What follows belongs to an exercise in optimizing a design on an open flow for small area, a short achievable clock period and few clock cycles; a production flow would make more cautious choices.
The RTL was checked by simulation tests, not by an equivalence proof against the original design.
Power figures rest on the tool's default switching activity, not on a simulated workload.

**design/flow/run.sh**
```bash
#!/bin/bash
# synth_recipe.tcl (not shown) runs the flow's synth.tcl, then flattens the netlist and writes it again
# the make line also repeats each setting of config.mk as NAME=value (left out here)
make -C /OpenROAD-flow-scripts/flow DESIGN_CONFIG=/design/flow/config.mk WORK_HOME=/design/flow/orfs CLKGATE_MAP_FILE= SYNTH_SCRIPT=/design/flow/synth_recipe.tcl finish
```
**design/flow/config.mk**
```make
export PLATFORM = sky130hd
export DESIGN_NAME = ntwrk_size_tracker
export DESIGN_NICKNAME = ntwrk_size_tracker
export VERILOG_FILES = /design/flow/design.v
export SDC_FILE = /design/flow/constraint.sdc
export NUM_CORES = 4
export LEC_CHECK = 0
export CAP_MARGIN = 20
export CORE_MARGIN = 2
export CORE_UTILIZATION = 40
export CTS_BUF_LIST = sky130_fd_sc_hd__clkbuf_4 sky130_fd_sc_hd__clkbuf_8
export SETUP_SLACK_MARGIN = 4.5
export SLEW_MARGIN = 20
```
**design/flow/constraint.sdc**
```tcl
create_clock -name core_clock -period 10.0 [get_ports {clk}]
set_input_delay 2.0000 -clock core_clock [delete_from_list [all_inputs] [get_ports {clk}]]
set_output_delay 2.0000 -clock core_clock [all_outputs]
set_load 0.01 [all_outputs]
```
**design/flow/design.v**
```verilog
package ntwrk_size_pkg;
    localparam int NTWRK_ID_W = 4;
    typedef enum logic [2:0] {
        CMD_IGNORE = 3'd0,
        CMD_NEW    = 3'd1,
        CMD_WR_A   = 3'd2,
        CMD_WR_B   = 3'd3,
        CMD_MERGE  = 3'd4,
        CMD_LOOKUP = 3'd5,
        CMD_UPDATE = 3'd6,
        CMD_RSVD   = 3'd7
    } ntwrk_cmd_id_e;
    typedef struct packed {
        logic [NTWRK_ID_W-1:0] ntwrkb;
        logic [NTWRK_ID_W-1:0] ntwrka;
        ntwrk_cmd_id_e         id;
    } ntwrk_size_cmd_t;
endpackage
import ntwrk_size_pkg::*;
module ntwrk_size_tracker
#(
    parameter int NUM_CONNS  = 8,
    parameter int NUM_POINTS = 1000,
    parameter int SIZE_W     = $clog2(NUM_POINTS) + 1,
    parameter int TOP_K      = 3,
    parameter int PROD_W     = SIZE_W * TOP_K
) (
    input  logic              clk,
    input  logic              rst,
    input  logic              cmd_vld,
    output logic              cmd_rdy,
    input  ntwrk_size_pkg::ntwrk_size_cmd_t cmd,
    output logic              rsp_vld,
    input  logic              rsp_rdy,
    output logic [PROD_W-1:0] rsp_data,
    output logic              rsp_is_prod,
    output logic              busy,
    output logic              err
);
    localparam int N  = 8;
    localparam int W  = 11;
    localparam int R  = 3;                
    localparam int ND = (W + R - 1) / R;  
    localparam int PW = 33;
    typedef enum logic [1:0] {E_IDLE, E_P2, E_P3, E_MUL} eng_e;
    logic [W-1:0] size_q [N];
    logic [N-1:0] vld;
    logic         err_q;
    logic         rdy_q;
    logic         pend_q, pend_upd_q;
    eng_e         eng_q;
    logic [W-1:0] t0_q, t1_q, t2_q;
    logic [N-1:0] excl_q;
    logic         ebusy_q, dirty_q, pia_q, dup_q;
    logic         lvv_q;                
    logic [W-1:0] lv_q;
    logic         ph2_q, first_q;
    logic [1:0]   k_q, msd2_q;
    logic         z0_q, z1_q, z2_q;
    logic         rsp_vld_q, rsp_prod_q;
    logic [PW-1:0] acc_q;
    always_comb for (int i = 0; i < N; i++) vld[i] = |size_q[i];
    logic rsp_free;
    assign rsp_free = !rsp_vld_q || rsp_rdy;
    assign cmd_rdy     = rdy_q;
    assign busy        = !rdy_q;
    assign err         = err_q;
    assign rsp_vld     = rsp_vld_q;
    assign rsp_is_prod = rsp_prod_q;
    assign rsp_data    = acc_q;
    logic [2:0] op;
    logic [3:0] ca, cb;
    logic       acc_cmd;
    assign op      = cmd.id;
    assign ca      = cmd.ntwrka;
    assign cb      = cmd.ntwrkb;
    assign acc_cmd = cmd_vld && rdy_q;
    logic is_new, is_wr, is_mrg, is_lkp, is_upd, is_rsv;
    assign is_new = (op == CMD_NEW);
    assign is_wr  = (op == CMD_WR_A) || (op == CMD_WR_B);
    assign is_mrg = (op == CMD_MERGE);
    assign is_lkp = (op == CMD_LOOKUP);
    assign is_upd = (op == CMD_UPDATE);
    assign is_rsv = (op == CMD_RSVD);
    logic is_wrb;
    assign is_wrb = (op == CMD_WR_B);
    logic [W-1:0] sa, sb, addend, wdata;
    logic [W:0]   sum;
    logic [W-1:0] opnd;
    assign sa     = size_q[ca[2:0]];
    assign sb     = size_q[cb[2:0]];
    assign opnd   = is_wrb ? sb : sa;
    assign addend = is_mrg ? sb : W'(1);
    assign sum    = {1'b0, opnd} + {1'b0, addend};
    assign wdata  = sum[W] ? {W{1'b1}} : sum[W-1:0];
    logic ra_ok, a_in, b_in, va, vb, ab_eq, mrg_ok;
    assign a_in   = !ca[3];
    assign b_in   = !cb[3];
    assign ra_ok  = is_wrb ? (b_in && vb) : (a_in && va);
    assign va     = vld[ca[2:0]];
    assign vb     = vld[cb[2:0]];
    assign ab_eq  = (ca == cb);
    assign mrg_ok = a_in && b_in && va && vb;
    logic cmd_err;
    always_comb begin
        cmd_err = 1'b0;
        if (is_new) cmd_err = !a_in || va;
        if (is_wr)  cmd_err = !ra_ok || sum[W];
        if (is_mrg) cmd_err = !ab_eq && (!mrg_ok || sum[W]);
        if (is_rsv) cmd_err = 1'b1;
    end
    logic [N-1:0] we_new, we_w, we_clr;
    always_comb begin
        for (int i = 0; i < N; i++) begin
            we_new[i] = acc_cmd && is_new && a_in && (ca[2:0] == 3'(i));
            we_w[i]   = acc_cmd && ((is_wr && ra_ok) || (is_mrg && !ab_eq && mrg_ok))
                        && (is_wrb ? (cb[2:0] == 3'(i)) : (ca[2:0] == 3'(i)));
            we_clr[i] = acc_cmd && is_mrg && !ab_eq && mrg_ok && (cb[2:0] == 3'(i));
        end
    end
    logic [W-1:0] lk_val;
    assign lk_val = ca[3] ? '0 : sa;
    logic [N-1:0] lk_mask;
    always_comb begin
        lk_mask = '1;
        if (!ca[3]) lk_mask[ca[2:0]] = 1'b0;
    end
    logic [W:0]   key [N];
    logic [W:0]   pk [4];
    logic [3:0]   pc, gw;
    logic [N-1:0] win;
    logic [W:0]   k3;
    always_comb begin
        logic c01, c02, c03, c12, c13, c23;
        for (int i = 0; i < N; i++) key[i] = {!(excl_q[i] && ebusy_q), size_q[i]};
        for (int p = 0; p < 4; p++) begin
            pc[p] = key[2*p+1] > key[2*p];
            pk[p] = pc[p] ? key[2*p+1] : key[2*p];
        end
        c01 = pk[1] > pk[0];
        c02 = pk[2] > pk[0];
        c03 = pk[3] > pk[0];
        c12 = pk[2] > pk[1];
        c13 = pk[3] > pk[1];
        c23 = pk[3] > pk[2];
        gw[0] = !c01 && !c02 && !c03;
        gw[1] =  c01 && !c12 && !c13;
        gw[2] =  c02 &&  c12 && !c23;
        gw[3] =  c03 &&  c13 &&  c23;
        k3 = '0;
        for (int p = 0; p < 4; p++) begin
            k3 = k3 | (pk[p] & {(W+1){gw[p]}});
            win[2*p]   = gw[p] && !pc[p];
            win[2*p+1] = gw[p] &&  pc[p];
        end
    end
    logic [2:0] anyd;
    logic [1:0] msd_t;
    logic       zero_t;
    always_comb begin
        anyd   = '0;
        zero_t = 1'b1;
        for (int i = 0; i < N; i++) begin
            if (key[i][W]) begin
                anyd[2] = anyd[2] | (|size_q[i][W-1:3*R]);
                anyd[1] = anyd[1] | (|size_q[i][3*R-1:2*R]);
                anyd[0] = anyd[0] | (|size_q[i][2*R-1:R]);
                zero_t  = zero_t & ~|size_q[i];
            end
        end
        msd_t = anyd[2] ? 2'd3 : anyd[1] ? 2'd2 : anyd[0] ? 2'd1 : 2'd0;
    end
    logic [W-1:0]    x_lo;
    logic [2*W-1:0]  x_op;
    logic [ND*R-1:0] y_pad;
    logic [R-1:0]    dig;
    logic [PW-1:0]   acc_next;
    logic            mul_go, mul_last;
    assign x_lo  = {t0_q[W-1:1], t0_q[0] | z0_q};
    assign x_op  = ph2_q ? {t1_q, t0_q} : {{W{1'b0}}, x_lo};
    assign y_pad = (ND*R)'(ph2_q ? t2_q : t1_q);
    assign dig   = y_pad[k_q*R +: R] | {{(R-1){1'b0}}, (k_q == 2'd0) && (ph2_q ? z2_q : z1_q)};
    logic [PW-1:0] ah, q0, q1, q2, s1, c1, s2, c2;
    assign ah = first_q ? '0 : (acc_q << R);
    assign q0 = PW'(x_op & {(2*W){dig[0]}});
    assign q1 = PW'(x_op & {(2*W){dig[1]}}) << 1;
    assign q2 = PW'(x_op & {(2*W){dig[2]}}) << 2;
    assign s1 = ah ^ q0 ^ q1;
    assign c1 = ((ah & q0) | (ah & q1) | (q0 & q1)) << 1;
    assign s2 = s1 ^ c1 ^ q2;
    assign c2 = ((s1 & c1) | (s1 & q2) | (c1 & q2)) << 1;
    assign acc_next = s2 + c2;
    assign mul_go   = (eng_q == E_P3 || eng_q == E_MUL) && (!rsp_vld_q || rsp_rdy);
    assign mul_last = (k_q == 2'd0);
    logic chg, cache_ok;
    assign chg      = |{we_new, we_w, we_clr};
    assign cache_ok = pia_q && !dirty_q;
    logic idle, free_eng, lk_direct, up_direct, up_start, up_dup, dup_go, lv_go, lv_put, cmd_hold;
    logic pend_lk_go, pend_up_go, pend_up_start;
    assign idle          = (eng_q == E_IDLE);
    assign free_eng      = idle && !dup_q && !lvv_q;
    assign dup_go        = idle && dup_q && rsp_free;
    assign lv_go         = idle && !dup_q && lvv_q && rsp_free;
    assign lk_direct     = acc_cmd && is_lkp && free_eng && rsp_free;
    assign lv_put        = acc_cmd && is_lkp && !(free_eng && rsp_free) && !lvv_q;
    assign up_direct     = acc_cmd && is_upd && free_eng && cache_ok && rsp_free;
    assign up_start      = acc_cmd && is_upd && free_eng && !cache_ok;
    assign up_dup        = acc_cmd && is_upd && !idle && !dirty_q && !dup_q && !lvv_q;
    assign cmd_hold      = acc_cmd && ((is_lkp && !(free_eng && rsp_free) && lvv_q) ||
                                       (is_upd && !up_dup &&
                                        !(free_eng && (rsp_free || !cache_ok))));
    assign pend_lk_go    = pend_q && !pend_upd_q && free_eng && rsp_free;
    assign pend_up_go    = pend_q &&  pend_upd_q && free_eng && cache_ok && rsp_free;
    assign pend_up_start = pend_q &&  pend_upd_q && free_eng && !cache_ok;
    eng_e eng_d;
    logic pend_d;
    always_comb begin
        eng_d = eng_q;
        case (eng_q)
            E_IDLE: if (up_start || pend_up_start) eng_d = E_P2;
            E_P2:   eng_d = E_P3;
            E_P3:   eng_d = (mul_go && mul_last && ph2_q) ? E_IDLE : E_MUL;
            E_MUL:  if (mul_go && mul_last && ph2_q) eng_d = E_IDLE;
            default: eng_d = E_IDLE;
        endcase
        pend_d = pend_q;
        if (cmd_hold) pend_d = 1'b1;
        else if (pend_lk_go || pend_up_go || pend_up_start) pend_d = 1'b0;
    end
    always_ff @(posedge clk or posedge rst) begin
        if (rst) begin
            for (int i = 0; i < N; i++) size_q[i] <= '0;
            err_q      <= 1'b0;
            rdy_q      <= 1'b1;
            pend_q     <= 1'b0;
            pend_upd_q <= 1'b0;
            eng_q      <= E_IDLE;
            ebusy_q    <= 1'b0;
            ph2_q      <= 1'b0;
            first_q    <= 1'b1;
            dirty_q    <= 1'b1;
            pia_q      <= 1'b0;
            dup_q      <= 1'b0;
            lvv_q      <= 1'b0;
            rsp_vld_q  <= 1'b0;
            rsp_prod_q <= 1'b0;
        end else begin
            for (int i = 0; i < N; i++) begin
                if (we_new[i])      size_q[i] <= W'(2);
                else if (we_w[i])   size_q[i] <= wdata;
                else if (we_clr[i]) size_q[i] <= '0;
            end
            if (acc_cmd && cmd_err) err_q <= 1'b1;
            pend_q <= pend_d;
            if (up_dup) dup_q <= 1'b1;
            else if (dup_go) dup_q <= 1'b0;
            if (lv_put) lvv_q <= 1'b1;
            else if (lv_go) lvv_q <= 1'b0;
            if (cmd_hold) pend_upd_q <= is_upd;
            rdy_q  <= !pend_d && (eng_d != E_P2);
            eng_q   <= eng_d;
            ebusy_q <= (eng_d != E_IDLE) || (pend_d && !(cmd_hold ? is_upd : pend_upd_q));
            if (chg) dirty_q <= 1'b1;
            else if (eng_d == E_P2 && idle) dirty_q <= 1'b0;
            if (mul_go) begin
                first_q <= mul_last;
                if (mul_last) ph2_q <= !ph2_q;
            end
            if (lk_direct || pend_lk_go || lv_go) begin
                rsp_prod_q <= 1'b0;
                rsp_vld_q  <= 1'b1;
                pia_q      <= 1'b0;
            dup_q      <= 1'b0;
            lvv_q      <= 1'b0;
            end else if ((mul_go && mul_last && ph2_q) || up_direct || pend_up_go || dup_go) begin
                rsp_prod_q <= 1'b1;
                rsp_vld_q  <= 1'b1;
                pia_q      <= 1'b1;
            end else if (rsp_rdy) begin
                rsp_vld_q  <= 1'b0;
            end
        end
    end
    always_ff @(posedge clk) begin
        case (eng_q)
            E_IDLE: begin
                t0_q   <= k3[W-1:0];
                z0_q   <= zero_t;
            end
            E_P2: begin
                t1_q   <= k3[W-1:0];
                z1_q   <= zero_t;
                k_q    <= msd_t;
            end
            E_P3: begin
                t2_q   <= k3[W-1:0];
                z2_q   <= zero_t;
                msd2_q <= msd_t;
            end
            default: ;
        endcase
        if (cmd_hold && is_lkp)         excl_q <= lk_mask;
        else if (pend_q && !pend_upd_q) excl_q <= excl_q;
        else if (eng_q == E_IDLE)       excl_q <= win;
        else if (eng_q == E_P2)         excl_q <= excl_q | win;
        if (mul_go) begin
            acc_q <= acc_next;
            k_q   <= k_q - 2'd1;
            if (mul_last && !ph2_q) begin
                t0_q <= acc_next[W-1:0];
                t1_q <= acc_next[2*W-1:W];
                k_q  <= (eng_q == E_P3) ? msd_t : msd2_q;
            end
        end
        if (lv_put)     lv_q  <= lk_val;
        if (lk_direct)  acc_q <= PW'(lk_val);
        if (lv_go)      acc_q <= PW'(lv_q);
        if (pend_lk_go) acc_q <= PW'(k3[W] ? k3[W-1:0] : '0);
    end
endmodule
```
==> impl_metrics.csv, run 1 <==
group,metric,value,unit
global_route,grt_usage,0.323,
yosys,syn_area,17100,sq um
drt,vias,16900,
yosys,synth.top_cells.by_count,"nand2_1, inv_1, o21ai_0, nor2_1, ha_1",
die,die_height,211,um
placed_design,io_buffers,52,
timing,timing.final.hold_violations,0,
placed_design,dp_hpwl,52700,um
yosys,yosys.area_share.xor_xnor,0.0230,
yosys,synth_nets,2259,
yosys,ys_seq_elements,194,
yosys,async_flop_share,0.526,
run,drv_cap,0,
timing,finalCritPeriodShare,0.548,
setup_path,crit_family,"compound AO/OA/AOI/OAI gates",
final_layout,antenna_cells,0,
setup_path,cp.required,10.31,ns
global_route,grt-ovfl-total,0,
setup_path,path_class,"reg -> reg",
clock_network,h-tree-depth,4,
yosys,syn_inst,2045,
setup_path,path_max_fanout,6,
yosys,synth_cell_types,78,
final_layout,register_area,5090,sq um
clock_network,clk_path_buf_depth,2,
die,coreArea,42100,sq um
setup_path,rr_startpoint,"ph2_q$_DFFE_PP0P_",
yosys,yosysTopAreaCell,"dfrtp_1",
timing,slew-limit-headroom,0.257,
setup_path,cpPeakStageDelay,0.51,ns
setup_path,start_kind,"register",
drt,wl_per_cell,27.0,um
global_route,grt_pass1_vias,16300,
run_status,outcome,"finished clean",
die,start_util,0.407,
drt,antenna_left,0,
pwr,pwr_density_cell,360,nW/um^2
yosys,synth-edff-count,68,
setup_path,setup.worst_path.start,"ph2_q$_DFFE_PP0P_",
placed_design,gp_congestion,1.04,
clock_network,numCtsBuffers,17,
drt,drt-initial-drc-count,1724,
setup_path,crit_chain,"buf_6, mux4_2, and2_4, a221o_4, nand2_2, fa_1, fa_1, inv_1, ha_2, inv_2, fa_2, nor2b_4, o21ai_2, a21boi_2, o21ai_2, a31oi_4, a41o_1, a211o_1, a41oi_2, nand2b_4, nor4_4, xnor2_1, nor3_1",
hold_path,hp-class,"reg -> reg",
die,num_rows,75,
global_route,grt_max_degree,67,
clock_network,cts_tree,"done",
yosys,muxShareOfSynthArea,0.0446,
timing,setup_ws,4.52,ns
final_layout,final_nets,2348,
timing,fin_crit,5.48,ns
setup_path,critPathArrivalTime,5.78,ns
setup_path,path_buf_inv,3,
setup_path,slowest_stage,"dfrtp_4",
yosys,ys.flop_type,"dfrtp_1",
drt,wl_met2,32700,um
drt,top_layer,"met5",
final_layout,drive_above_1_share,0.163,
drt,via_per_inst,6.28,
clock_network,cts_sinks,194,
drt,drc,0,
drt,first_pass_iters,6,
setup_path,cp-end-kind,"register",
clock_network,cts_root_buffer,"clkbuf_8",
timing,setup_viol,0,
final_layout,area_growth,18.5,%
pwr,worst_ir_drop_vdd,0.413,mV
yosys,synth_adder_area_share,0.167,
die,die_w,211,um
final_layout,fillers,4082,
timing,fmax,0.183,GHz
drt,met3_length,5750,um
yosys,synth_top_family_by_area,"compound AO/OA/AOI/OAI gates",
yosys,ys_seq_area_frac,0.296,
pwr,leakagePower,8.77,nW
die,dieArea,44500,sq um
timing,setup_tns,0,ns
timing,rsz0062_at_grt,"yes",
global_route,grt_pass1_wl,105000,um
global_route,antenna_found_initial,2,
yosys,synth_top_area_frac,0.145,
yosys,synth.area.top_cells,"dfrtp_1, edfxtp_1, ha_1",
yosys,yosys_warnings,4,
pwr,finalPower,0.00731,W
die,io_pins,53,
timing,fin_skew,0.0268,ns
hold_path,min-delay-start,"msd2_q[1]$_DFF_P_",
yosys,synth-compound-area-share,0.212,
drt,routed_wl,72400,um
clock_network,clock_latency,0.60,ns
yosys,avgSynthCellArea,8.38,sq um
drt,wl_met1,28700,um
timing,slew_viol_final,0,
placed_design,preCtsSetupSlack,2.51,ns
timing,tightestPinTransition,1.11,ns
final_layout,multiInputGateArea,11800,sq um
yosys,yosys.area_share.simple,0.192,
yosys,synth_most_common_cell,"nand2_1",
clock_network,clk_pin_slew,0.11,ns
-- registers in the layout, summed over array words and instances, names as in the netlist, 2 cells and up --
name / count
eng_q: 2
t0_q: 11
k_q: 2
t1_q: 11
size_q: 88
msd2_q: 2
acc_q: 33
t2_q: 11
excl_q: 8
lv_q: 11
-- metal layers --
metal / track usage / vias up
li1: - / 7540
met1: 0.406 / 8242
met2: 0.515 / 840
met3: 0.0669 / 250
met4: 0.190 / 4
met5: 0 / -
-- timing repair --
action | 4_1_cts | 5_1_grt
setup buffers | 29 | 45
resized for setup | 130 | 95
pin swaps | 19 | 42
setup endpoints to repair | 161 | 148
endpoints found under the hold margin | 0 | 0
hold buffers | 0 | 0
gates cloned | 3 | 6
-- stage by stage --
step	cells	hold WS, ns	cell area [sq um]	utilization
2_1_floorplan	2045	0.434	17200	-
6_report	2686	0.489	20300	0.482
3_3_place_gp	2571	0.449	18300	0.434
4_1_cts	2635	0.489	19500	0.462
5_1_grt	2686	0.527	20300	0.482
3_5_place_dp	2571	0.460	18300	0.434
-- worst paths after layout --
kind | end | slack, ns | cells past startpoint
setup / recovery | acc_q[31]$_SDFFCE_PP0P_ | 4.52 | 23
setup reg to reg | acc_q[31]$_SDFFCE_PP0P_ | 4.52 | 23
hold / removal | msd2_q[1]$_DFF_P_ | 0.49 | 2
min in group asynchronous | size_q[3][1]$_DFFE_PP0P_ | 1.76 | 2
max in group asynchronous | size_q[4][6]$_DFFE_PP0P_ | 6.90 | 3
hold reg to reg | msd2_q[1]$_DFF_P_ | 0.49 | 2
-- cell type report --
cell class,instances,area share
Clock inverter,14,0.00813
Inverter,199,0.0372
Sequential cell,194,0.251
Timing Repair Buffer,163,0.0782
Multi-Input combinational cell,1559,0.581
Tap cell,539,0.0332
Clock buffer,18,0.0119
-- worst register-to-register path, stage by stage, from the launching register on --
cell and delay (ns):
dfrtp_4 0.51, buf_6 0.15, mux4_2 0.49, and2_4 0.19, a221o_4 0.38, nand2_2 0.08
fa_1 0.44, fa_1 0.48, inv_1 0.07, ha_2 0.18, inv_2 0.04, fa_2 0.38
nor2b_4 0.12, o21ai_2 0.07, a21boi_2 0.18, o21ai_2 0.09, a31oi_4 0.21, a41o_1 0.24
a211o_1 0.20, a41oi_2 0.15, nand2b_4 0.19, nor4_4 0.14, xnor2_1 0.14, nor3_1 0.06
-- where the power goes --
part	total, W	internal [W]	switching [W]
clock	0.000560	0.000212	0.000348
combinational	0.00537	0.00219	0.00318
sequential	0.00138	0.00115	0.000236
-- cell usage in the layout (no fill, tap or decap), drive strengths merged, types with 9 or more instances in the layout --
master and count:
clkbuf 23, nand4 33, xor2 13, xnor2 32, a222oi 19, nand3 53
buf 108, clkdlybuf4s50 45, mux2 12, mux2i 31, nor3 53, a22oi 21
nand2 231, o211ai 36, nand2b 32, a21oi 109, or3 9, nor2 161
mux4 14, o221a 9, a21o 31, edfxtp 68, o31ai 18, dfxtp 24
and2 24, dfrtp 99, a31oi 16, a211oi 10, ha 156, and3 15
o22ai 29, o21ai 177, inv 205, a221oi 20, nor4 9, nor2b 50
fa 43
-- logic make-up after synthesis --
group / after synthesis
and+or+nand+nor: 698
DFF: 194
AOI/OAI and AO/OA: 552
muxes: 57
xor gates and xnor gates: 45
adders and majority gates: 203
buffers and inverters: 296
Testbench counts, summed over its fixed seeds: cycles 5,894.
==> run 2, diff against run 1 <==
--- a/design/flow/config.mk
+++ b/design/flow/config.mk
@@ -8,6 +8,6 @@
 export CAP_MARGIN = 20
 export CORE_MARGIN = 2
 export CORE_UTILIZATION = 40
-export CTS_BUF_LIST = sky130_fd_sc_hd__clkbuf_4 sky130_fd_sc_hd__clkbuf_8
+export CTS_BUF_LIST = sky130_fd_sc_hd__clkbuf_8
 export SETUP_SLACK_MARGIN = 4.5
 export SLEW_MARGIN = 20
==> run 2 against run 1 <==
Effect of this change:
- still clean
- global-route usage is essentially flat
- first-iteration DRC count grew 6.6%
- wire length is essentially flat
- sequential share of layout area is essentially flat
- count of clock-buffer cells in the layout shrank 1
- cell count is the same
- critical path type unchanged
- largest cell class unchanged
==> impl_metrics.csv, run 2 <==
group,metric,value,unit
run_status,outcome,"finished clean",
timing,fin_crit,5.47,ns
setup_path,path_class,"reg -> reg",
drt,drt-initial-drc-count,1837,
yosys,yosys_warnings,4,
setup_path,rr_startpoint,"ph2_q$_DFFE_PP0P_",
yosys,ys.flop_type,"dfrtp_1",
global_route,grt-ovfl-total,0,
clock_network,cts_sinks,194,
clock_network,cts_tree,"done",
drt,routed_wl,72400,um
global_route,grt_usage,0.323,
hold_path,min-delay-start,"msd2_q[1]$_DFF_P_",
pwr,pwr_density_cell,360,nW/um^2
placed_design,gp_congestion,1.04,
timing,fin_skew,0.0259,ns
timing,tightestPinTransition,1.12,ns
clock_network,h-tree-depth,4,
clock_network,cts_hold_buf,0,
timing,setup_tns,0,ns
yosys,ys_seq_elements,194,
yosys,syn_inst,2045,
global_route,grt_max_degree,67,
timing,slew-limit-headroom,0.256,
timing,fmax,0.183,GHz
final_layout,layout_commonest_cell,"nand2_1",
drt,via_per_inst,6.28,
placed_design,io_buffers,52,
global_route,grt_pass1_wl,105000,um
final_layout,area_growth,18.4,%
die,die_height,211,um
final_layout,antenna_cells,0,
run,drv_cap,0,
timing,slew_viol_final,0,
die,io_pins,53,
die,dieArea,44500,sq um
final_layout,drive_above_1_share,0.163,
global_route,antenna_found_initial,2,
yosys,synth.area.top_cells,"dfrtp_1, edfxtp_1, ha_1",
pwr,leakagePower,8.77,nW
clock_network,clock_latency,0.60,ns
drt,vias,16900,
die,num_rows,75,
pwr,worst_ir_drop_vdd,0.409,mV
final_layout,final_nets,2348,
final_layout,biggestRegsByFlops,"size_q (88), acc_q (33)",
placed_design,dp_hpwl,52700,um
hold_path,worstHoldEndpoint,"msd2_q[1]$_DFF_P_",
setup_path,critPathArrivalTime,5.78,ns
timing,timing.final.hold_violations,0,
die,die_w,211,um
yosys,syn_area,17100,sq um
setup_path,rr_worst_depth,22,
yosys,ys_seq_area_frac,0.296,
setup_path,path_max_fanout,6,
timing,finalCritPeriodShare,0.547,
drt,wl_per_cell,27.0,um
setup_path,cp-end-kind,"register",
drt,drc,0,
timing,fin_hold_ws,0.487,ns
final_layout,largest-register,"size_q",
yosys,synth_top_area_frac,0.145,
yosys,synth-edff-count,68,
yosys,synth.top_cells.by_count,"nand2_1, inv_1, o21ai_0, nor2_1, ha_1",
setup_path,cp.required,10.31,ns
yosys,avgSynthCellArea,8.38,sq um
final_layout,final_cell_mix,"nand2_1, inv_1, o21ai_0",
timing,setup_viol,0,
global_route,grt_pass1_vias,16300,
die,start_util,0.407,
yosys,async_flop_share,0.526,
clock_network,cts_root_buffer,"clkbuf_8",
hold_path,min_path_cells,2,
final_layout,largest_reg_flops,88,
clock_network,clk_path_buf_depth,2,
yosys,synth_nets,2259,
die,coreArea,42100,sq um
setup_path,start_kind,"register",
drt,first_pass_iters,10,
pwr,finalPower,0.00730,W
yosys,yosysTopAreaCell,"dfrtp_1",
hold_path,hp-class,"reg -> reg",
yosys,synth_cell_types,78,
setup_path,reg2reg_setup_slack,4.53,ns
drt,antenna_left,0,
clock_network,clk_pin_slew,0.11,ns
setup_path,r2r_end,"acc_q[28]$_SDFFCE_PP0P_",
timing,rsz0062_at_grt,"yes",
clock_network,numCtsBuffers,17,
yosys,synth_most_common_cell,"nand2_1",
[run 2: where the power goes]
part / leakage [nW] / total [W] / switching, W / internal, W
clock: 0.208 / 0.000556 / 0.000347 / 0.000209
combinational: 6.32 / 0.00537 / 0.00318 / 0.00219
sequential: 2.24 / 0.00138 / 0.000236 / 0.00115
total: 8.77 / 0.00730 / 0.00376 / 0.00354
[run 2: what timing repair did]
item | CTS | global route
pin swaps | 19 | 42
gates resized for setup | 130 | 95
endpoints found under the hold margin | 0 | 0
setup buffers | 29 | 45
gates cloned | 3 | 6
setup endpoints to repair | 161 | 147
[run 2: through the flow]
stage	instance area (sq um)	instances	setup WS, ns	util
after global placement	18300	2571	2.61	0.434
after global routing	20300	2686	4.32	0.482
final	20300	2686	4.53	0.482
after CTS	19500	2635	4.45	0.462
after floorplan	17200	2045	4.46	-
after detailed placement	18300	2571	2.51	0.434
[run 2: layout make-up]
cell class | count | area [sq um]
clock buffer | 17 | 234
clock inverter | 15 | 169
fill | 4082 | 21800
inverter | 199 | 756
multi-input combinational | 1559 | 11800
sequential | 194 | 5090
tap | 539 | 674
timing repair buffer | 163 | 1590
[run 2: kinds of logic (layout without fill, tap and decap cells)]
group,after synthesis,in the layout,synth area share
AOI/OAI and AO/OA,552,556,0.212
xor gates and xnor gates,45,45,0.0230
adders and majority gates,203,203,0.167
buffers and inverters,296,394,0.0658
DFF,194,194,0.296
muxes,57,57,0.0446
and+or+nand+nor,698,698,0.192
[run 2: metal layers]
layer | global-route usage | share of wire
met5 | 0 | 0.00041
met4 | 0.190 | 0.072
met3 | 0.0669 | 0.079
met2 | 0.515 | 0.45
met1 | 0.406 | 0.40
[run 2: worst max path at each step]
stage	start	endpoint	slack [ns]	cells past startpoint
2_1_floorplan	cmd[3]	size_q[0][2]$_DFFE_PP0P_	4.46	20
3_3_place_gp	cmd[4]	size_q[5][1]$_DFFE_PP0P_	2.61	16
3_5_place_dp	cmd[4]	size_q[3][1]$_DFFE_PP0P_	2.51	16
4_1_cts	size_q[4][5]$_DFFE_PP0P_	acc_q[2]$_DFFE_PP_	4.45	21
5_1_grt	ph2_q$_DFFE_PP0P_	acc_q[31]$_SDFFCE_PP0P_	4.32	23
6_report	ph2_q$_DFFE_PP0P_	acc_q[28]$_SDFFCE_PP0P_	4.53	22
[run 2: worst max-delay path: stages, from the launching register on]
cell and delay, ns:
dfrtp_4 0.51, buf_6 0.14, mux4_2 0.49, and2_4 0.19, a221o_4 0.38, and2_1 0.19
fa_1 0.50, inv_1 0.06, fa_1 0.53, inv_1 0.04, ha_1 0.30, inv_1 0.09
o21ai_2 0.17, a31oi_2 0.10, buf_4 0.17, a2111oi_4 0.38, o21ai_2 0.11, a21oi_2 0.15
a21o_1 0.18, a21oi_4 0.10, nor3_2 0.19, xnor2_1 0.16, nor3_1 0.06
==> run 3, diff against run 2 <==
--- a/design/flow/config.mk
+++ b/design/flow/config.mk
@@ -8,6 +8,5 @@
 export CAP_MARGIN = 20
 export CORE_MARGIN = 2
 export CORE_UTILIZATION = 40
-export CTS_BUF_LIST = sky130_fd_sc_hd__clkbuf_8
 export SETUP_SLACK_MARGIN = 4.5
 export SLEW_MARGIN = 20
==> run 3 against run 2 <==
Effect of this change:
- still clean on timing, DRC and antenna
- maximum frequency shrank 0.41%
- register-to-register slack lost 0.02 ns
- total power grew 1.3%
- global-route usage grew 0.18 points
- sequential cell count is the same
- critical endpoint is now acc_q[31]$_SDFFCE_PP0P_
==> impl_metrics.csv, run 3 <==
group,metric,value,unit
drt,via_per_inst,6.34,
die,start_util,0.407,
clock_network,numCtsBuffers,17,
pwr,leakagePower,8.85,nW
yosys,synth.area.top_cells,"dfrtp_1, edfxtp_1, ha_1",
global_route,antenna_found_initial,0,
final_layout,area_growth,19.7,%
final_layout,final_cell_mix,"nand2_1, inv_1, o21ai_0, nor2_1, ha_1",
yosys,yosys_warnings,4,
global_route,grt_pass1_wl,106000,um
global_route,grt_pass1_vias,16500,
yosys,synth-edff-count,68,
pwr,p_sw,0.00377,W
clock_network,clk_pin_slew,0.08,ns
hold_path,worstHoldEndpoint,"msd2_q[1]$_DFF_P_",
yosys,synth_nets,2259,
clock_network,cts_root_buffer,"clkbuf_16",
timing,fmax,0.182,GHz
die,die_w,211,um
global_route,grt-ovfl-total,0,
timing,rsz0062_at_grt,"yes",
final_layout,biggestRegsByFlops,"size_q (88), acc_q (33)",
yosys,ys_seq_elements,194,
setup_path,crit_family,"compound AO/OA/AOI/OAI gates",
setup_path,rr_worst_depth,23,
die,num_rows,75,
run,drv_cap,0,
final_layout,largest_reg_flops,88,
placed_design,gp_congestion,1.04,
run_status,outcome,"finished clean",
pwr,pwr_density_cell,361,nW/um^2
clock_network,cts_tree,"done",
hold_path,min_path_cells,2,
timing,finalCritPeriodShare,0.549,
pwr,worst_ir_drop_vdd,0.385,mV
drt,drc,0,
setup_path,critPathArrivalTime,5.70,ns
clock_network,clk_path_buf_depth,2,
yosys,ys_seq_area_frac,0.296,
hold_path,hp-class,"reg -> reg",
setup_path,path_max_fanout,6,
pwr,switching_share,0.510,
timing,fin_skew,0.0158,ns
drt,vias,17100,
die,die_height,211,um
die,coreArea,42100,sq um
timing,tightestPinTransition,1.03,ns
placed_design,io_buffers,52,
drt,routed_wl,73000,um
die,dieArea,44500,sq um
timing,fin_crit,5.49,ns
yosys,synth.top_cells.by_count,"nand2_1, inv_1, o21ai_0, nor2_1, ha_1",
yosys,avgSynthCellArea,8.38,sq um
timing,slew_viol_final,0,
setup_path,cpPeakStageDelay,0.50,ns
pwr,sequentialPowerShare,0.187,
setup_path,path_class,"reg -> reg",
yosys,ys.flop_type,"dfrtp_1",
pwr,pwr-share-clk,0.097,
final_layout,drive_above_1_share,0.164,
yosys,synth_top_area_frac,0.145,
final_layout,layout_commonest_cell,"nand2_1",
drt,wl_per_cell,27.1,um
pwr,comb_power_share,0.715,
timing,setup_tns,0,ns
drt,antenna_left,0,
clock_network,h-tree-depth,4,
drt,drt-initial-drc-count,1889,
timing,timing.final.hold_violations,0,
timing,slew-limit-headroom,0.312,
die,io_pins,53,
setup_path,start_kind,"register",
setup_path,slowest_stage,"dfrtp_4",
yosys,syn_inst,2045,
timing,setup_viol,0,
timing,fin_hold_ws,0.480,ns
setup_path,path_buf_inv,3,
final_layout,final_core_util,0.487,
global_route,grt_usage,0.325,
yosys,synth_most_common_cell,"nand2_1",
setup_path,cp-end-kind,"register",
timing,setup_ws,4.51,ns
placed_design,preCtsSetupSlack,2.51,ns
hold_path,min-delay-start,"msd2_q[1]$_DFF_P_",
setup_path,reg2reg_setup_slack,4.51,ns
yosys,syn_area,17100,sq um
pwr,p_int,0.00362,W
final_layout,final_nets,2349,
final_layout,largest-register,"size_q",
setup_path,rr_startpoint,"ph2_q$_DFFE_PP0P_",
clock_network,clock_latency,0.51,ns
yosys,async_flop_share,0.526,
drt,first_pass_iters,10,
setup_path,cp.required,10.20,ns
clock_network,cts_sinks,194,
placed_design,dp_hpwl,52700,um
yosys,yosysTopAreaCell,"dfrtp_1",
setup_path,crit_chain,"buf_6, mux4_2, and2_4, a221o_4, nand2_2, fa_1, fa_1, inv_1, ha_2, inv_2, fa_2, nor2b_2, o21ai_2, a21boi_2, o21ai_2, a31oi_4, a41o_1, a211o_1, a41oi_2, nand2b_4, nor4_4, xnor2_1, nor3_1",
global_route,grt_max_degree,67,
setup_path,r2r_end,"acc_q[31]$_SDFFCE_PP0P_",
yosys,synth_cell_types,78,
run 3: cell counts after synthesis:
No cell type changed its count.
run 3: how the worst max path moves through the flow:
stage	startpoint	cells after the start	to	slack (ns)
after detailed placement	cmd[4]	16	size_q[3][1]$_DFFE_PP0P_	2.51
final	ph2_q$_DFFE_PP0P_	23	acc_q[31]$_SDFFCE_PP0P_	4.51
after global routing	ph2_q$_DFFE_PP0P_	23	acc_q[31]$_SDFFCE_PP0P_	4.30
after CTS	ph2_q$_DFFE_PP0P_	23	acc_q[28]$_SDFFCE_PP0P_	4.49
after global placement	cmd[4]	16	size_q[5][1]$_DFFE_PP0P_	2.61
after floorplan	cmd[3]	20	size_q[0][2]$_DFFE_PP0P_	4.46
run 3: repair_timing:
item	4_1_cts	5_1_grt
cloned	4	5
hold buffers	0	0
gates resized for setup	149	81
pin swaps	20	35
buffers inserted	29	46
setup endpoints to repair	161	143
run 3: logic make-up after synthesis:
group / Yosys count / share of synthesized area
DFF: 194 / 0.296
muxes: 57 / 0.0446
AOI/OAI and AO/OA: 552 / 0.212
adders and majority gates: 203 / 0.167
xor gates and xnor gates: 45 / 0.0230
and+or+nand+nor: 698 / 0.192
buffers and inverters: 296 / 0.0658
run 3: cell type report:
class | instances | area [sq um]
well taps | 539 | 674
clock inverters | 14 | 165
clock buffers | 18 | 429
fillers | 4058 | 21600
flip-flops and latches | 194 | 5090
diodes | 1 | 2.50
repair buffers | 164 | 1600
inverters | 199 | 756
multi-input cells | 1559 | 11800
run 3: power groups by stage:
stage	Clock, W	Combinational (W)	Sequential (W)
after global placement	0	0.00413	0.00139
after CTS	0.000732	0.00460	0.00137
after detailed placement	0	0.00419	0.00140
after floorplan	0	0.00293	0.00130
final	0.000720	0.00529	0.00139
after global routing	0.000768	0.00570	0.00140
run 3: metrics by stage:
stage / total power (W) / instances / instance area, sq um
floorplan: 0.00423 / 2045 / 17200
global placement: 0.00552 / 2571 / 18300
detailed placement: 0.00558 / 2571 / 18300
CTS: 0.00670 / 2636 / 19700
global route: 0.00787 / 2687 / 20500
finish: 0.00740 / 2688 / 20500
run 3: routing by layer:
layer  global-route usage  vias to the layer above  wire, um
met3               0.0605                      241      6210
met1                0.411                     8316     28700
li1                     -                     7559         -
met4                0.195                        0      4890
met5                    0                        -         0
met2                0.518                      937     33200
run 3: worst min-delay path, cell delays in order, from the launching register on:
cell     delay (ns)
dfxtp_1        0.32
nand2_1        0.04
o21ai_0        0.09
==> run 4, diff against run 3 <==
--- a/design/flow/config.mk
+++ b/design/flow/config.mk
@@ -7,6 +7,6 @@
 export LEC_CHECK = 0
 export CAP_MARGIN = 20
 export CORE_MARGIN = 2
-export CORE_UTILIZATION = 40
+export CORE_UTILIZATION = 50
 export SETUP_SLACK_MARGIN = 4.5
 export SLEW_MARGIN = 20
==> run 4 against run 3 <==
Effect of this change:
- still clean
- largest cell class unchanged
- sequential share of layout area rose by 0.24 points
- via count is 0.22% lower
- sequential cell count unchanged
- die area decreased by 20%
- sequential power barely moved
- combinational power decreased by 2%
- global-route usage increased by 6.8 points
- worst hold slack got worse by 0.0025 ns
- final area shrank 0.96%
- first-iteration DRC count up 14%
- synthesized area stayed put
==> impl_metrics.csv, run 4 <==
group,metric,value,unit
run_status,outcome,"finished clean",
timing,tightestPinTransition,0.993,ns
timing,rsz0062_at_grt,"yes",
timing,fin_skew,0.0158,ns
yosys,synth_top_family_by_area,"compound AO/OA/AOI/OAI gates",
setup_path,cp-end-kind,"register",
yosys,synth.top_cells.by_count,"nand2_1, inv_1, o21ai_0, nor2_1, ha_1",
yosys,yosys.area_share.xor_xnor,0.0230,
drt,via_per_inst,6.59,
yosys,ys_seq_elements,194,
global_route,antenna_found_initial,1,
yosys,ys_seq_area_frac,0.296,
global_route,grt_pass1_wl,104000,um
final_layout,final_core_util,0.604,
final_layout,antenna_cells,0,
yosys,synth_top_area_frac,0.145,
global_route,grt-ovfl-total,0,
drt,drt-initial-drc-count,2155,
pwr,worst_ir_drop_vdd,0.326,mV
timing,fmax,0.183,GHz
die,num_rows,67,
clock_network,clk_pin_slew,0.08,ns
yosys,synth-compound-area-share,0.212,
yosys,yosys.area_share.simple,0.192,
placed_design,gp_congestion,1.04,
drt,first_pass_iters,8,
pwr,pwr_density_cell,358,nW/um^2
die,die_height,189,um
clock_network,clock_latency,0.48,ns
yosys,ys.flop_type,"dfrtp_1",
timing,slew_viol_final,0,
die,io_pins,53,
final_layout,area_growth,18.5,%
yosys,synth-edff-count,68,
run,drv_cap,0,
setup_path,slowest_stage,"mux4_2",
timing,slew-limit-headroom,0.338,
placed_design,io_buffers,52,
hold_path,min-delay-start,"msd2_q[1]$_DFF_P_",
clock_network,cts_sinks,194,
setup_path,path_buf_inv,5,
final_layout,final_cell_mix,"nand2_1, inv_1, nor2_1",
pwr,leakagePower,8.75,nW
die,start_util,0.510,
final_layout,layout_commonest_cell,"nand2_1",
setup_path,cp.required,10.18,ns
setup_path,start_kind,"register",
final_layout,largest_reg_flops,88,
final_layout,stdcell_count,2584,
clock_network,cts_tree,"done",
yosys,synth_nets,2259,
yosys,yosysTopAreaCell,"dfrtp_1",
setup_path,path_class,"reg -> reg",
timing,setup_tns,0,ns
global_route,grt_usage,0.393,
timing,fin_hold_ws,0.478,ns
setup_path,rr_startpoint,"ph2_q$_DFFE_PP0P_",
drt,drc,0,
yosys,synth.area.top_cells,"dfrtp_1, edfxtp_1, ha_1",
die,dieArea,35800,sq um
drt,routed_wl,71000,um
global_route,grt_pass1_vias,16200,
final_layout,biggestRegsByFlops,"size_q (88), acc_q (33)",
yosys,synth_adder_area_share,0.167,
clock_network,h-tree-depth,4,
drt,antenna_left,0,
yosys,yosys_warnings,4,
final_layout,largest-register,"size_q",
placed_design,dp_hpwl,51000,um
placed_design,dp.cells,2477,
setup_path,critPathArrivalTime,5.66,ns
yosys,avgSynthCellArea,8.38,sq um
global_route,grt_max_degree,64,
yosys,synth_most_common_cell,"nand2_1",
drt,vias,17000,
timing,fin_crit,5.48,ns
die,coreArea,33600,sq um
clock_network,cts_hold_buf,0,
yosys,async_flop_share,0.526,
timing,finalCritPeriodShare,0.548,
final_layout,drive_above_1_share,0.167,
final_layout,final_nets,2337,
clock_network,cts_root_buffer,"clkbuf_16",
pwr,finalPower,0.00728,W
setup_path,crit_chain,"buf_6, mux4_2, buf_6, a221o_2, nand2_2, fa_1, inv_1, fa_1, buf_4, inv_2, fa_2, nor2b_1, o21ai_2, a21boi_2, o21ai_2, a31oi_4, a41o_1, a211o_1, a41oi_2, nand2b_4, nor4_2, xnor2_1, nor3_1",
timing,setup_viol,0,
setup_path,setup.worst_path.start,"ph2_q$_DFFE_PP0P_",
setup_path,path_max_fanout,5,
yosys,syn_area,17100,sq um
yosys,syn_inst,2045,
yosys,muxShareOfSynthArea,0.0446,
yosys,synth_cell_types,78,
clock_network,numCtsBuffers,17,
hold_path,hp-class,"reg -> reg",
clock_network,clk_path_buf_depth,2,
drt,wl_per_cell,27.5,um
timing,timing.final.hold_violations,0,
die,die_w,189,um
setup_path,crit_family,"compound AO/OA/AOI/OAI gates",
setup_path,cpPeakStageDelay,0.55,ns
==> run 4: cell count changes in the layout (fill, tap and decap cells not counted), sizes merged, moves of 2 or more <==
cell         delta
dlygate4sd2     +2
buf            -11
clkinv          -3
clkbuf          -2
inv             +2
a21oi           +2
==> run 4: what timing repair did <==
item | 4_1_cts | 5_1_grt
resized for setup | 138 | 133
cloned | 5 | 6
setup buffers | 26 | 38
pin swaps | 19 | 67
setup endpoints to repair | 158 | 145
==> run 4: layer usage <==
layer,GRT usage,vias to the layer above,part of all wire
met5,0,-,0
met4,0.231,0,0.072
met3,0.0834,255,0.10
met2,0.615,1010,0.44
met1,0.503,8212,0.38
li1,-,7539,-
==> run 4: tightest hold or removal path, delay by kind of cell, from the launching register on <==
family | cells | cell delay (ns)
simple gates | 1 | 0.04
compound gates | 1 | 0.09
flops | 1 | 0.31
==> run 4: final cells by class <==
class / count / area (sq um)
fill: 2995 / 13300
multi-input combinational: 1560 / 11900
sequential: 194 / 5090
timing repair buffer: 151 / 1460
inverter: 199 / 753
tap: 448 / 561
clock buffer: 20 / 458
clock inverter: 12 / 130
==> run 4: cells by family (layout without fill, tap and decap cells) <==
family                     count (synthesis)  in the layout
muxes                                     57             57
buffers and inverters                    296            382
xor gates and xnor gates                  45             45
AOI/OAI and AO/OA                        552            557
and+or+nand+nor                          698            698
DFF                                      194            194
adders and majority gates                203            203
==> run 4: path summary, 6_finish.rpt <==
kind                       depth (start not counted)                       end  slack, ns
min reg2reg                                        2         msd2_q[1]$_DFF_P_       0.48
max reg2reg                                       23   acc_q[31]$_SDFFCE_PP0P_       4.52
max in group asynchronous                          3  size_q[5][5]$_DFFE_PP0P_       6.82
min in group asynchronous                          2  size_q[2][0]$_DFFE_PP0P_       1.91
max                                               23   acc_q[31]$_SDFFCE_PP0P_       4.52
min                                                2         msd2_q[1]$_DFF_P_       0.48
==> run 4: power breakdown <==
part | internal, W | switching (W)
sequential | 0.00115 | 0.000239
clock | 0.000348 | 0.000359
combinational | 0.00204 | 0.00314
total | 0.00353 | 0.00374
==> run 4: per-stage QoR <==
stage	area (sq um)	setup slack, ns
global placement	18100	2.79
detailed placement	18100	2.64
floorplan	17200	4.46
CTS	19500	4.41
finish	20300	4.52
global route	20300	4.34
==> run 5, diff against run 4 <==
--- a/design/flow/config.mk
+++ b/design/flow/config.mk
@@ -7,6 +7,6 @@
 export LEC_CHECK = 0
 export CAP_MARGIN = 20
 export CORE_MARGIN = 2
-export CORE_UTILIZATION = 50
-export SETUP_SLACK_MARGIN = 4.5
+export CORE_UTILIZATION = 60
+export SETUP_SLACK_MARGIN = 4.25
 export SLEW_MARGIN = 20
==> run 5 against run 4 <==
Effect of this change:
- first-iteration DRC count rose by 10%
- worst hold slack improved by 0.023 ns
- clock skew rose by 0.0039 ns
- sequential power barely moved
- via count rose by 1.5%
- clock power rose by 2%
- sequential share of layout area rose by 1.1 points
- critical path depth fell by 2
- total power fell by 8.0%
- highest routed layer unchanged
==> impl_metrics.csv, run 5 <==
group,metric,value,unit
yosys,synth-edff-count,68,
setup_path,critPathArrivalTime,5.89,ns
pwr,pwr_density_cell,345,nW/um^2
clock_network,clk_path_buf_depth,2,
global_route,grt_pass1_vias,16500,
setup_path,cpMostUsedCell,"ha_1",
die,io_pins,53,
timing,fin_hold_ws,0.501,ns
global_route,antenna_found_initial,1,
yosys,synth-compound-area-share,0.212,
run,drv_cap,0,
final_layout,drive_above_1_share,0.113,
setup_path,cpPeakStageDelay,0.48,ns
global_route,grt_max_degree,69,
drt,via_per_inst,6.97,
setup_path,start_kind,"register",
setup_path,crit_chain,"and2_2, clkinvlp_4, ha_1, nand4_1, a211o_4, a21oi_4, buf_4, mux2i_2, inv_1, ha_1, nor2b_1, o21ai_0, nand2b_1, a21oi_1, or2_2, o211ai_1, a221oi_2, o22ai_2, or2_4, o221a_4, o31ai_1",
yosys,syn_inst,2045,
timing,slew-limit-headroom,0.229,
drt,wl_per_cell,27.2,um
timing,setup_tns,0,ns
yosys,yosys_warnings,4,
drt,drc,0,
final_layout,biggestRegsByFlops,"size_q (88), acc_q (33)",
yosys,synth_most_common_cell,"nand2_1",
setup_path,slowest_stage,"dfrtp_2",
yosys,ys.flop_type,"dfrtp_1",
drt,antenna_left,0,
timing,rsz0062_at_grt,"yes",
die,num_rows,61,
placed_design,io_buffers,52,
run_status,outcome,"finished clean",
setup_path,cp-end-kind,"register",
clock_network,numCtsBuffers,17,
yosys,yosys.area_share.xor_xnor,0.0230,
clock_network,clk_pin_slew,0.09,ns
die,die_height,173,um
clock_network,clock_latency,0.45,ns
yosys,muxShareOfSynthArea,0.0446,
timing,tightestPinTransition,1.16,ns
global_route,grt_pass1_wl,101000,um
yosys,syn_area,17100,sq um
drt,drt-initial-drc-count,2379,
drt,routed_wl,67500,um
setup_path,crit_family,"compound AO/OA/AOI/OAI gates",
final_layout,largest_reg_flops,88,
final_layout,layout_commonest_cell,"nand2_1",
yosys,avgSynthCellArea,8.38,sq um
timing,slew_viol_final,0,
clock_network,cts_tree,"done",
setup_path,path_class,"reg -> reg",
timing,finalCritPeriodShare,0.571,
yosys,synth.area.top_cells,"dfrtp_1, edfxtp_1, ha_1",
placed_design,gp_congestion,1.19,
yosys,synth_cell_types,78,
die,start_util,0.614,
final_layout,final_nets,2302,
hold_path,hp-class,"reg -> reg",
yosys,synth_top_family_by_area,"compound AO/OA/AOI/OAI gates",
clock_network,cts_sinks,194,
yosys,ys_seq_elements,194,
timing,timing.final.hold_violations,0,
setup_path,path_buf_inv,3,
final_layout,final_cell_mix,"nand2_1, inv_1, nor2_1",
drt,vias,17300,
yosys,yosys.area_share.simple,0.192,
timing,setup_viol,0,
die,coreArea,27900,sq um
yosys,async_flop_share,0.526,
yosys,synth.top_cells.by_count,"nand2_1, inv_1, o21ai_0, nor2_1, ha_1",
placed_design,dp_hpwl,48900,um
global_route,grt-ovfl-total,0,
clock_network,h-tree-depth,4,
global_route,grt_usage,0.444,
timing,fin_skew,0.0197,ns
final_layout,largest-register,"size_q",
die,die_w,173,um
yosys,yosysTopAreaCell,"dfrtp_1",
setup_path,cp.required,10.18,ns
timing,fin_crit,5.71,ns
yosys,synth_nets,2259,
final_layout,antenna_cells,0,
drt,first_pass_iters,9,
pwr,leakagePower,8.50,nW
die,dieArea,29900,sq um
setup_path,path_max_fanout,12,
final_layout,area_growth,13.4,%
yosys,synth_top_area_frac,0.145,
clock_network,cts_root_buffer,"clkbuf_16",
yosys,synth_adder_area_share,0.167,
timing,fmax,0.175,GHz
yosys,ys_seq_area_frac,0.296,
pwr,worst_ir_drop_vdd,0.289,mV
run 5: cell counts after synthesis:
No cell type changed its count.
run 5: worst paths after layout:
| path | startpoint | end | slack (ns) | cells past startpoint |
|---|---|---|---|---|
| hold reg to reg | msd2_q[0]$_DFF_P_ | msd2_q[0]$_DFF_P_ | 0.50 | 2 |
| min in group asynchronous | rst | size_q[0][0]$_DFFE_PP0P_ | 1.91 | 2 |
| hold / removal | msd2_q[0]$_DFF_P_ | msd2_q[0]$_DFF_P_ | 0.50 | 2 |
| setup / recovery | ebusy_q$_DFF_PP0_ | acc_q[0]$_DFFE_PP_ | 4.29 | 21 |
| setup reg to reg | ebusy_q$_DFF_PP0_ | acc_q[0]$_DFFE_PP_ | 4.29 | 21 |
| max in group asynchronous | rst | size_q[1][10]$_DFFE_PP0P_ | 6.87 | 3 |
run 5: routing by layer:
layer	routed length (um)	share of wire	up-vias	GRT usage
met3	8900	0.13	384	0.139
met2	28900	0.43	1292	0.674
li1	-	-	7452	-
met5	0	0	-	0
met1	23500	0.35	8141	0.536
met4	6160	0.091	0	0.314
run 5: report_power, final:
group | internal, W | switching, W
logic | 0.00171 | 0.00290
registers | 0.00115 | 0.000218
clock network | 0.000345 | 0.000379
run 5: area by class of cell:
class | instances | area [sq um]
repair buffers | 119 | 1120
inverters | 199 | 757
clock inverters | 14 | 155
multi-input cells | 1557 | 11400
well taps | 378 | 473
fillers | 2280 | 8500
clock buffers | 18 | 439
flip-flops and latches | 194 | 5080
run 5: logic make-up (layout without fill, tap and decap cells):
| kind of cell | Yosys count | count (layout) |
|---|---|---|
| and+or+nand+nor | 698 | 698 |
| AOI/OAI and AO/OA | 552 | 554 |
| buffers and inverters | 296 | 350 |
| adders and majority gates | 203 | 203 |
| DFF | 194 | 194 |
| muxes | 57 | 57 |
| xor gates and xnor gates | 45 | 45 |
run 5: metrics by stage:
stage / cells / area [sq um] / power (W) / setup WS (ns) / util
final: 2479 / 19400 / 0.00670 / 4.29 / 0.696
after detailed placement: 2413 / 18100 / 0.00542 / 2.64 / 0.647
after CTS: 2464 / 19000 / 0.00633 / 4.25 / 0.681
after global routing: 2479 / 19400 / 0.00710 / 4.13 / 0.696
after floorplan: 2045 / 17200 / 0.00423 / 4.26 / -
after global placement: 2413 / 18100 / 0.00530 / 2.81 / 0.647
run 5: worst min-delay path: stages, from the launching register on:
cell and delay (ns):
dfxtp_1 0.31, nand2_1 0.04, o21ai_0 0.10
run 5: timing repair:
| item | in CTS | in global routing |
|---|---|---|
| gates resized for setup | 64 | 78 |
| setup endpoints to repair | 151 | 135 |
| setup buffers | 15 | 14 |
| hold buffers | 0 | 0 |
| cloned | 4 | 1 |
| pin swaps | 5 | 11 |
==> run 6, diff against run 5 <==
--- a/design/flow/config.mk
+++ b/design/flow/config.mk
@@ -8,5 +8,5 @@
 export CAP_MARGIN = 20
 export CORE_MARGIN = 2
 export CORE_UTILIZATION = 60
-export SETUP_SLACK_MARGIN = 4.25
+export SETUP_SLACK_MARGIN = 4.75
 export SLEW_MARGIN = 20
==> run 6 against run 5 <==
Effect of this change:
- utilization increased by 5.7 points
- highest routed layer is now met5
- cell count increased by 3.3%
- wire length increased by 6.1%
- via count increased by 4.5%
- critical path type unchanged
- largest power group unchanged
- setup slack improved by 0.16 ns
- final area increased by 8.2%
- total power increased by 17%
==> impl_metrics.csv, run 6 <==
group,metric,value,unit
global_route,antenna_found_initial,4,
placed_design,place_area,18100,sq um
yosys,synth_nets,2259,
hold_path,worstHoldEndpoint,"err_q$_DFFE_PP0P_",
drt,wl_per_cell,28.0,um
clock_network,clk_pin_slew,0.09,ns
yosys,synth_most_common_cell,"nand2_1",
yosys,async_flop_share,0.526,
final_layout,drive_above_1_share,0.210,
clock_network,clock_latency,0.45,ns
setup_path,rr_worst_depth,19,
pwr,worst_ir_drop_vdd,0.313,mV
yosys,yosys.area_share.simple,0.192,
setup_path,reg2reg_setup_slack,4.45,ns
placed_design,io_buffers,52,
clock_network,h-tree-depth,4,
setup_path,critPathArrivalTime,5.73,ns
global_route,grt_pass1_wl,104000,um
timing,tightestPinTransition,0.959,ns
yosys,yosysTopAreaCell,"dfrtp_1",
timing,slew-limit-headroom,0.359,
pwr,pwr-share-clk,0.093,
timing,finalCritPeriodShare,0.555,
global_route,grt_usage,0.456,
yosys,yosys_warnings,4,
timing,fin_hold_ws,0.483,ns
final_layout,fin_area,21000,sq um
pwr,sequentialPowerShare,0.177,
global_route,grt_max_degree,70,
setup_path,rr_startpoint,"ph2_q$_DFFE_PP0P_",
pwr,pwr_density_cell,374,nW/um^2
yosys,synth.area.top_cells,"dfrtp_1, edfxtp_1, ha_1",
clock_network,numCtsBuffers,17,
placed_design,dp_hpwl,48600,um
yosys,synth.top_cells.by_count,"nand2_1, inv_1, o21ai_0, nor2_1, ha_1",
yosys,yosys.area_share.xor_xnor,0.0230,
drt,first_pass_iters,12,
drt,antenna_left,0,
yosys,synth-edff-count,68,
yosys,synth_adder_area_share,0.167,
run,drv_cap,0,
yosys,ys.flop_type,"dfrtp_1",
clock_network,cts_root_buffer,"clkbuf_16",
pwr,comb_power_share,0.729,
timing,fin_skew,0.0214,ns
yosys,synth_cell_types,78,
die,start_util,0.614,
drt,vias,18000,
die,dieArea,29900,sq um
setup_path,cp-end-kind,"register",
timing,setup_tns,0,ns
final_layout,layout_commonest_cell,"nand2_1",
hold_path,min-delay-start,"err_q$_DFFE_PP0P_",
timing,timing.final.hold_violations,0,
timing,fmax,0.180,GHz
clock_network,clk_path_buf_depth,2,
hold_path,hp-class,"reg -> reg",
yosys,syn_area,17100,sq um
setup_path,setup.worst_path.start,"ph2_q$_DFFE_PP0P_",
run_status,outcome,"finished clean",
yosys,synth_top_family_by_area,"compound AO/OA/AOI/OAI gates",
final_layout,final_nets,2381,
clock_network,cts_sinks,194,
global_route,grt_pass1_vias,17200,
setup_path,path_class,"reg -> reg",
yosys,muxShareOfSynthArea,0.0446,
final_layout,largest-register,"size_q",
yosys,ys_seq_elements,194,
setup_path,cp.required,10.18,ns
timing,slew_viol_final,0,
setup_path,start_kind,"register",
die,io_pins,53,
drt,drt-initial-drc-count,2423,
final_layout,final_cell_mix,"nand2_1, inv_1, nor2_1",
pwr,leakagePower,9.10,nW
yosys,avgSynthCellArea,8.38,sq um
setup_path,path_buf_inv,3,
final_layout,biggestRegsByFlops,"size_q (88), acc_q (33)",
drt,routed_wl,71600,um
timing,rsz0062_at_grt,"yes",
die,die_w,173,um
clock_network,cts_tree,"done",
placed_design,gp_congestion,1.06,
pwr,switching_share,0.511,
hold_path,min_path_cells,1,
final_layout,stdcell_count,2561,
die,num_rows,61,
drt,via_per_inst,7.04,
setup_path,slowest_stage,"fa_1",
timing,fin_crit,5.55,ns
setup_path,crit_chain,"buf_6, mux4_2, a221o_2, buf_6, nand2_1, fa_1, fa_1, inv_1, ha_1, nor2_1, o21a_1, a31oi_4, a41o_1, a211o_1, a41oi_2, nand2b_4, nor4_4, xnor2_1, nor3_1",
setup_path,r2r_end,"acc_q[31]$_SDFFCE_PP0P_",
final_layout,area_growth,22.7,%
die,die_height,173,um
yosys,synth_top_area_frac,0.145,
placed_design,dp.cells,2407,
pwr,p_int,0.00384,W
pwr,p_sw,0.00401,W
global_route,grt-ovfl-total,0,
timing,setup_viol,0,
setup_path,cpPeakStageDelay,0.55,ns
yosys,syn_inst,2045,
yosys,ys_seq_area_frac,0.296,
setup_path,crit_family,"compound AO/OA/AOI/OAI gates",
yosys,synth-compound-area-share,0.212,
drt,drc,0,
die,coreArea,27900,sq um
final_layout,largest_reg_flops,88,
setup_path,path_max_fanout,8,
[run 6: cell types whose count changed in the layout (fill, tap and decap cells not counted), sizes merged, moves of 2 or more]
cell,before,now
bufbuf,1,4
o22a,1,3
inv,206,204
clkdlybuf4s50,46,44
clkbuf,20,25
diode,0,3
buf,67,137
[run 6: final cells by class]
type | count | area, sq um
diodes | 3 | 7.51
clock buffers | 18 | 429
clock inverters | 14 | 169
fillers | 2007 | 6910
inverters | 199 | 764
multi-input cells | 1562 | 12300
flip-flops and latches | 194 | 5090
well taps | 378 | 473
repair buffers | 193 | 1830
[run 6: kinds of logic after synthesis]
family / Yosys count
compound gates: 552
flops: 194
simple gates: 698
xor+xnor: 45
fa+ha+maj: 203
mux: 57
buf+inv: 296
[run 6: power groups by stage]
stage | logic [W] | clock network [W] | registers [W]
floorplan | 0.00294 | 0 | 0.00131
global placement | 0.00390 | 0 | 0.00137
detailed placement | 0.00401 | 0 | 0.00138
CTS | 0.00470 | 0.000721 | 0.00136
global route | 0.00606 | 0.000758 | 0.00141
finish | 0.00573 | 0.000734 | 0.00139
[run 6: how the worst max path moves through the flow]
stage	cells after the start	end	slack, ns
after floorplan	23	size_q[1][10]$_DFFE_PP0P_	4.69
after global placement	16	size_q[0][1]$_DFFE_PP0P_	3.05
after detailed placement	16	size_q[5][1]$_DFFE_PP0P_	2.96
after CTS	22	acc_q[31]$_SDFFCE_PP0P_	4.68
after global routing	19	acc_q[31]$_SDFFCE_PP0P_	4.28
final	19	acc_q[31]$_SDFFCE_PP0P_	4.45
[run 6: metrics by stage]
step | power [W] | worst slack (ns) | util
2_1_floorplan | 0.00425 | 4.69 | -
3_3_place_gp | 0.00527 | 3.05 | 0.648
3_5_place_dp | 0.00539 | 2.96 | 0.648
4_1_cts | 0.00678 | 4.68 | 0.715
5_1_grt | 0.00823 | 4.28 | 0.752
6_report | 0.00786 | 4.45 | 0.753
[run 6: what timing repair did]
item                       CTS  global route
setup buffers               50            56
pin swaps                   53            87
hold buffers                 0             0
setup endpoints to repair  160           147
resized for setup          205           141
cloned                       8             5
[run 6: routing by layer]
metal,vias up,GRT usage,part of all wire
met5,-,0,0.0010
met4,4,0.346,0.095
met3,459,0.133,0.13
met2,1478,0.704,0.43
met1,8474,0.539,0.34
li1,7626,-,-
[run 6: worst reg2reg max path: stages (launching register included)]
cell and delay (ns):
dfrtp_2 0.50, buf_6 0.13, mux4_2 0.50, a221o_2 0.49, buf_6 0.17, nand2_1 0.08
fa_1 0.45, fa_1 0.55, inv_1 0.05, ha_1 0.38, nor2_1 0.28, o21a_1 0.23
a31oi_4 0.06, a41o_1 0.31, a211o_1 0.31, a41oi_2 0.25, nand2b_4 0.22, nor4_4 0.05
xnor2_1 0.19, nor3_1 0.07
==> run 7, diff against run 6 <==
--- a/design/flow/config.mk
+++ b/design/flow/config.mk
@@ -8,5 +8,5 @@
 export CAP_MARGIN = 20
 export CORE_MARGIN = 2
 export CORE_UTILIZATION = 60
-export SETUP_SLACK_MARGIN = 4.75
+export SETUP_SLACK_MARGIN = 4.5
 export SLEW_MARGIN = 20
==> run 7 against run 6 <==
Effect of this change:
- non-clock buffer count shrank 58
- synthesized cell count is the same
- sequential cell count is the same
- sequential share of layout area grew 1.4 points
- critical endpoint unchanged
==> impl_metrics.csv, run 7 <==
group,metric,value,unit
run_status,outcome,"finished clean",
final_layout,fillers,2146,
yosys,yosysTopAreaCell,"dfrtp_1",
final_layout,multiInputGateArea,11600,sq um
final_layout,register_area,5090,sq um
yosys,muxShareOfSynthArea,0.0446,
pwr,pwr_density_cell,345,nW/um^2
timing,timing.final.hold_violations,0,
setup_path,path_buf_inv,2,
timing,fin_crit,5.56,ns
timing,rsz0062_at_grt,"yes",
setup_path,crit_chain,"mux4_2, and2_4, a221o_2, nand2_2, fa_1, fa_1, inv_1, ha_2, inv_2, fa_2, nor2b_2, o21ai_2, a21boi_2, o21ai_2, a31oi_4, a41o_1, a211o_1, a41oi_2, nand2b_4, nor4_4, xnor2_1, nor3_1",
yosys,synth_nets,2259,
yosys,ys.flop_type,"dfrtp_1",
final_layout,area_growth,15.5,%
drt,vias,17500,
pwr,worst_ir_drop_vdd,0.365,mV
setup_path,crit_family,"compound AO/OA/AOI/OAI gates",
hold_path,hp-class,"reg -> reg",
yosys,ys_seq_elements,194,
clock_network,cts_hold_buf,0,
setup_path,cp.required,10.17,ns
timing,fin_skew,0.0158,ns
final_layout,biggestRegsByFlops,"size_q (88), acc_q (33)",
timing,slew_viol_final,0,
setup_path,start_kind,"register",
setup_path,cpPeakStageDelay,0.53,ns
setup_path,path_max_fanout,8,
pwr,leakagePower,8.64,nW
yosys,yosys.area_share.xor_xnor,0.0230,
final_layout,largest_reg_flops,88,
clock_network,clock_latency,0.46,ns
drt,antenna_left,0,
die,die_w,173,um
timing,setup_tns,0,ns
drt,via_per_inst,7.03,
yosys,syn_area,17100,sq um
yosys,avgSynthCellArea,8.38,sq um
drt,drt-initial-drc-count,2651,
yosys,synth-compound-area-share,0.212,
yosys,synth-edff-count,68,
yosys,synth_most_common_cell,"nand2_1",
die,dieArea,29900,sq um
setup_path,reg2reg_setup_slack,4.44,ns
clock_network,numCtsBuffers,17,
yosys,synth_top_area_frac,0.145,
clock_network,cts_sinks,194,
setup_path,slowest_stage,"mux4_2",
yosys,synth_adder_area_share,0.167,
yosys,synth_cell_types,78,
global_route,grt_pass1_wl,102000,um
drt,drc,0,
setup_path,cp-end-kind,"register",
timing,tightestPinTransition,0.971,ns
drt,first_pass_iters,10,
clock_network,cts_tree,"done",
clock_network,cts_root_buffer,"clkbuf_16",
global_route,grt_pass1_vias,16600,
setup_path,path_class,"reg -> reg",
die,io_pins,53,
clock_network,clk_path_buf_depth,2,
yosys,synth_top_family_by_area,"compound AO/OA/AOI/OAI gates",
global_route,grt_usage,0.445,
final_layout,drive_above_1_share,0.143,
yosys,syn_inst,2045,
global_route,grt_max_degree,71,
clock_network,h-tree-depth,4,
die,start_util,0.614,
placed_design,io_buffers,52,
timing,finalCritPeriodShare,0.556,
final_layout,final_cell_mix,"nand2_1, inv_1, ha_1",
die,die_height,173,um
drt,routed_wl,69100,um
final_layout,largest-register,"size_q",
yosys,synth.area.top_cells,"dfrtp_1, edfxtp_1, ha_1",
yosys,synth.top_cells.by_count,"nand2_1, inv_1, o21ai_0, nor2_1, ha_1",
timing,fmax,0.180,GHz
yosys,yosys.area_share.simple,0.192,
placed_design,gp_congestion,1.07,
clock_network,clk_pin_slew,0.09,ns
final_layout,final_nets,2317,
placed_design,dp.cells,2411,
run,drv_cap,0,
global_route,antenna_found_initial,0,
final_layout,layout_commonest_cell,"nand2_1",
global_route,grt-ovfl-total,0,
final_layout,stdcell_count,2495,
timing,setup_viol,0,
yosys,async_flop_share,0.526,
die,coreArea,27900,sq um
yosys,yosys_warnings,4,
die,num_rows,61,
timing,slew-limit-headroom,0.352,
placed_design,dp_hpwl,48900,um
yosys,ys_seq_area_frac,0.296,
setup_path,critPathArrivalTime,5.73,ns
drt,wl_per_cell,27.7,um
-- run 7: cell counts after synthesis --
No cell type changed its count.
-- run 7: area by class of cell --
| type | count | share of cell area |
|---|---|---|
| Clock inverter | 15 | 0.00903 |
| Timing Repair Buffer | 135 | 0.0658 |
| Multi-Input combinational cell | 1556 | 0.585 |
| Inverter | 199 | 0.0381 |
| Clock buffer | 17 | 0.0215 |
| Tap cell | 378 | 0.0239 |
| Antenna cell | 1 | 0.000126 |
| Sequential cell | 194 | 0.257 |
-- run 7: report_power, final --
group | total (W) | internal, W | switching (W)
Combinational | 0.00472 | 0.00179 | 0.00294
Sequential | 0.00139 | 0.00115 | 0.000242
Clock | 0.000719 | 0.000340 | 0.000379
Total | 0.00683 | 0.00327 | 0.00356
-- run 7: metrics by stage --
step                      utilization  worst slack, ns  total power, W  cell area (sq um)  hold WS (ns)
after detailed placement        0.647             2.61         0.00542              18100         0.460
after CTS                       0.691             4.50         0.00636              19300         0.482
after floorplan                     -             4.46         0.00423              17200         0.434
after global routing            0.709             4.32         0.00720              19800         0.529
final                           0.709             4.44         0.00683              19800         0.477
after global placement          0.647             2.77         0.00526              18100         0.448
-- run 7: worst paths after layout --
kind,endpoint,from,cells after the start
max in group asynchronous,size_q[4][5]$_DFFE_PP0P_,rst,3
worst min-delay path,msd2_q[1]$_DFF_P_,msd2_q[1]$_DFF_P_,2
worst max-delay path,acc_q[31]$_SDFFCE_PP0P_,ph2_q$_DFFE_PP0P_,22
worst max register to register,acc_q[31]$_SDFFCE_PP0P_,ph2_q$_DFFE_PP0P_,22
worst min register to register,msd2_q[1]$_DFF_P_,msd2_q[1]$_DFF_P_,2
min in group asynchronous,size_q[7][2]$_DFFE_PP0P_,rst,2
-- run 7: routing by layer --
metal  global-route usage  share of wire  vias to the layer above
met5                    0              0                        -
met4                0.309          0.091                        0
met3                0.106           0.11                      429
met2                0.704           0.44                     1351
met1                0.539           0.35                     8288
li1                     -              -                     7471
-- run 7: logic make-up (layout without fill, tap and decap cells) --
family          after synthesis  after routing
compound gates              552            553
xor+xnor                     45             45
other cells                   0              1
mux                          57             57
simple gates                698            698
flops                       194            194
fa+ha+maj                   203            203
buf+inv                     296            366
-- run 7: timing repair --
item	4_1_cts	5_1_grt
resized for setup	124	83
setup buffers	24	21
pin swaps	13	27
setup endpoints to repair	152	135
cloned	3	3
-- run 7: worst min-delay path, delay by kind of cell, from the launching register on --
family,cells,cell delay (ns)
AND/OR/NAND/NOR,1,0.04
flip-flops,1,0.31
AO/OA/AOI/OAI,1,0.09
